Background: an optimization exercise with open tools, aiming at small area. Do not read the settings as production practice.
The RTL was checked by simulation tests, not by an equivalence proof against the original design.

==> job 2230 <==
==> flow/design.v <==
module cpu16_core (
  input  logic        clk,
  input  logic        rst,
  input  logic        imem_we,
  input  logic [3:0]  imem_waddr,
  input  logic [15:0] imem_wdata,
  input  logic [3:0]  dbg_sel,
  output logic [15:0] dbg_reg,
  output logic [3:0]  pc,
  output logic [15:0] instr,
  output logic [15:0] alu_out,
  output logic        carry,
  output logic        halted
);
  logic [15:0] imem_q [16];
  logic [15:0] regs_q [16];
  logic [15:0] ram_q  [16];
  logic [15:0] regs_v, ram_v;
  logic [3:0]  pc_q;
  logic        carry_q, halted_q;
  logic [3:0]  op, rd, rn, rm;
  logic [15:0] pc_oh, rd_oh, rn_oh, rm_oh, dbg_oh;
  logic [15:0] rn_val, rm_val, ram_val, dbg_val, instr_val;
  always_comb begin
    for (int i = 0; i < 16; i++) begin
      pc_oh[i]  = (pc_q == i[3:0]);
      rd_oh[i]  = (rd == i[3:0]);
      rn_oh[i]  = (rn == i[3:0]);
      rm_oh[i]  = (rm == i[3:0]);
      dbg_oh[i] = (dbg_sel == i[3:0]);
    end
  end
  always_comb begin
    instr_val = '0;
    rn_val    = '0;
    rm_val    = '0;
    dbg_val   = '0;
    ram_val   = '0;
    for (int i = 0; i < 16; i++) begin
      instr_val = instr_val | ({16{pc_oh[i]}} & imem_q[i]);
      rn_val    = rn_val    | ({16{rn_oh[i]  & regs_v[i]}} & regs_q[i]);
      rm_val    = rm_val    | ({16{rm_oh[i]  & regs_v[i]}} & regs_q[i]);
      dbg_val   = dbg_val   | ({16{dbg_oh[i] & regs_v[i]}} & regs_q[i]);
      ram_val   = ram_val   | ({16{rd_oh[i]  & ram_v[i]}}  & ram_q[i]);
    end
  end
  assign instr   = instr_val;
  assign op      = instr[15:12];
  assign rd      = instr[11:8];
  assign rn      = instr[7:4];
  assign rm      = instr[3:0];
  assign pc      = pc_q;
  assign carry   = carry_q;
  assign halted  = halted_q;
  assign dbg_reg = dbg_val;
  logic        is_arith, is_sub, is_imm;
  logic [15:0] b_val, b_x;
  logic [16:0] sum;
  logic [15:0] shl;
  logic [15:0] alu;
  logic        alu_en;
  assign is_arith = (op[3:2] == 2'b00);
  assign is_sub   = op[1];
  assign is_imm   = op[0];
  assign b_val    = is_imm ? {12'h000, rm} : rm_val;
  assign b_x      = b_val ^ {16{is_sub}};
  assign sum      = {1'b0, rn_val} + {1'b0, b_x} + {16'h0, is_sub};
  assign shl      = rn_val << rm;
  always_comb begin
    alu_en = 1'b1;
    case (op)
      4'h0, 4'h1, 4'h2, 4'h3: alu = sum[15:0];
      4'h4:    alu = rn_val & rm_val;
      4'h5:    alu = rn_val | rm_val;
      4'h6:    alu = rn_val ^ rm_val;
      4'h7:    alu = ~(rn_val | rm_val);
      4'h8:    alu = ~(rn_val & rm_val);
      4'hA:    alu = shl;
      default: begin alu = '0; alu_en = 1'b0; end
    endcase
  end
  assign alu_out = alu;
  logic        run, is_ld, is_st;
  logic [15:0] rf_we, ram_we;
  logic [15:0] rf_wd;
  logic [3:0]  pc_d;
  assign run   = ~halted_q;
  assign is_ld = (op == 4'hF);
  assign is_st = (op == 4'hE);
  assign rf_wd = is_ld ? ram_val : alu;
  always_comb begin
    for (int i = 0; i < 16; i++) begin
      rf_we[i]  = run & ((alu_en & rd_oh[i]) | (is_ld & rn_oh[i]));
      ram_we[i] = run & is_st & rd_oh[i];
    end
  end
  always_comb begin
    pc_d = pc_q + 4'd1;
    case (op)
      4'h9: pc_d = pc_q;
      4'hC: if (rn_val == {12'h000, rm}) pc_d = pc_q + rd;
      4'hD: pc_d = pc_q - rd;
      default: ;
    endcase
  end
  always_ff @(posedge clk or posedge rst) begin
    if (rst) begin
      pc_q     <= '0;
      carry_q  <= 1'b0;
      halted_q <= 1'b0;
      regs_v   <= '0;
      ram_v    <= '0;
    end else if (run) begin
      pc_q     <= pc_d;
      if (is_arith) carry_q <= sum[16] ^ is_sub;
      if (op == 4'h9) halted_q <= 1'b1;
      regs_v   <= regs_v | rf_we;
      ram_v    <= ram_v | ram_we;
    end
  end
  always_ff @(posedge clk) begin
    for (int i = 0; i < 16; i++) begin
      if (rf_we[i])  regs_q[i] <= rf_wd;
      if (ram_we[i]) ram_q[i]  <= rn_val;
      if (imem_we && imem_waddr == i[3:0]) imem_q[i] <= imem_wdata;
    end
  end
endmodule
==> flow/run.sh <==
#!/bin/bash
# synth_recipe.tcl (not shown) runs the flow's synth.tcl, then flattens the netlist and writes it again
# the make line also repeats each setting of config.mk as NAME=value (left out here)
make -C /OpenROAD-flow-scripts/flow DESIGN_CONFIG=/design/flow/config.mk WORK_HOME=/design/flow/orfs CLKGATE_MAP_FILE= SYNTH_SCRIPT=/design/flow/synth_recipe.tcl finish
==> flow/config.mk <==
export PLATFORM = sky130hd
export DESIGN_NAME = cpu16_core
export DESIGN_NICKNAME = cpu16_core
export VERILOG_FILES = /design/flow/design.v
export SDC_FILE = /design/flow/constraint.sdc
export NUM_CORES = 4
export LEC_CHECK = 0
export CAP_MARGIN = 20
export CORE_MARGIN = 2
export CORE_UTILIZATION = 40
export CTS_BUF_LIST = sky130_fd_sc_hd__clkbuf_8
export SLEW_MARGIN = 20
==> flow/constraint.sdc <==
create_clock -name core_clock -period 10.0 [get_ports {clk}]
set_input_delay 2.0000 -clock core_clock [delete_from_list [all_inputs] [get_ports {clk}]]
set_output_delay 2.0000 -clock core_clock [all_outputs]
set_load 0.01 [all_outputs]
==> job 1004 (differences from job 2230) <==
- CTS_BUF_LIST: sky130_fd_sc_hd__clkbuf_8 -> not set
==> qor summary <==
Status: job 1004 timing/DRC/antenna clean; job 2230 timing/DRC/antenna clean
Final setup margin: job 1004 0.265 ns; job 2230 0.179 ns
Critical path's largest stage delay: job 1004 0.52 ns; job 2230 0.96 ns
Global routing met3 resource utilization: job 1004 9.31%; job 2230 9.18%
Portion of the layout cell area used by non-clock buffers: job 1004 5.94%; job 2230 6.23%
Wire length of the first global-routing pass: job 1004 229000 um; job 2230 230000 um
Cell with the largest stage delay on the worst path: job 1004 sky130_fd_sc_hd__clkdlybuf4s50_1; job 2230 sky130_fd_sc_hd__nor4b_4
CTS Buf Count: job 1004 86; job 2230 136
Clock buffer cells: job 1004 110; job 2230 145
Met1 usage: job 1004 43.3%; job 2230 43.3%
Min cycle time layout: job 1004 9.74 ns; job 2230 9.82 ns
Largest fanout of any net on the critical path: job 1004 14; job 2230 13
Post-route design area: job 1004 0.0443 mm2; job 2230 0.0443 mm2

separate check: timing with driven ports:
The results above use ideal ports. As a check the final layouts listed here were re-extracted and re-timed, cells and wires unchanged.
Step 1 assumes that a clkbuf_16 drives the clock port and a buf_2 every other input.
Step 2 times the ports against the registers' clock, not the clock port: input delays grow and output delays shrink by t, the midpoint of the rising clock arrivals with the driver on.
Three values: no drivers, after step 1, after step 2; two values: the first two.
| run | t, ns | setup slack, ns | hold slack, ns |
|---|---|---|---|
| job 2230 | 0.884 | 0.179 / 0.117 / 1.001 | 0.461 / 0.461 / 0.461 |
| job 1004 | 0.732 | 0.265 / 0.193 / 0.924 | 0.456 / 0.456 / 0.456 |
After both steps every run listed still meets setup and hold.
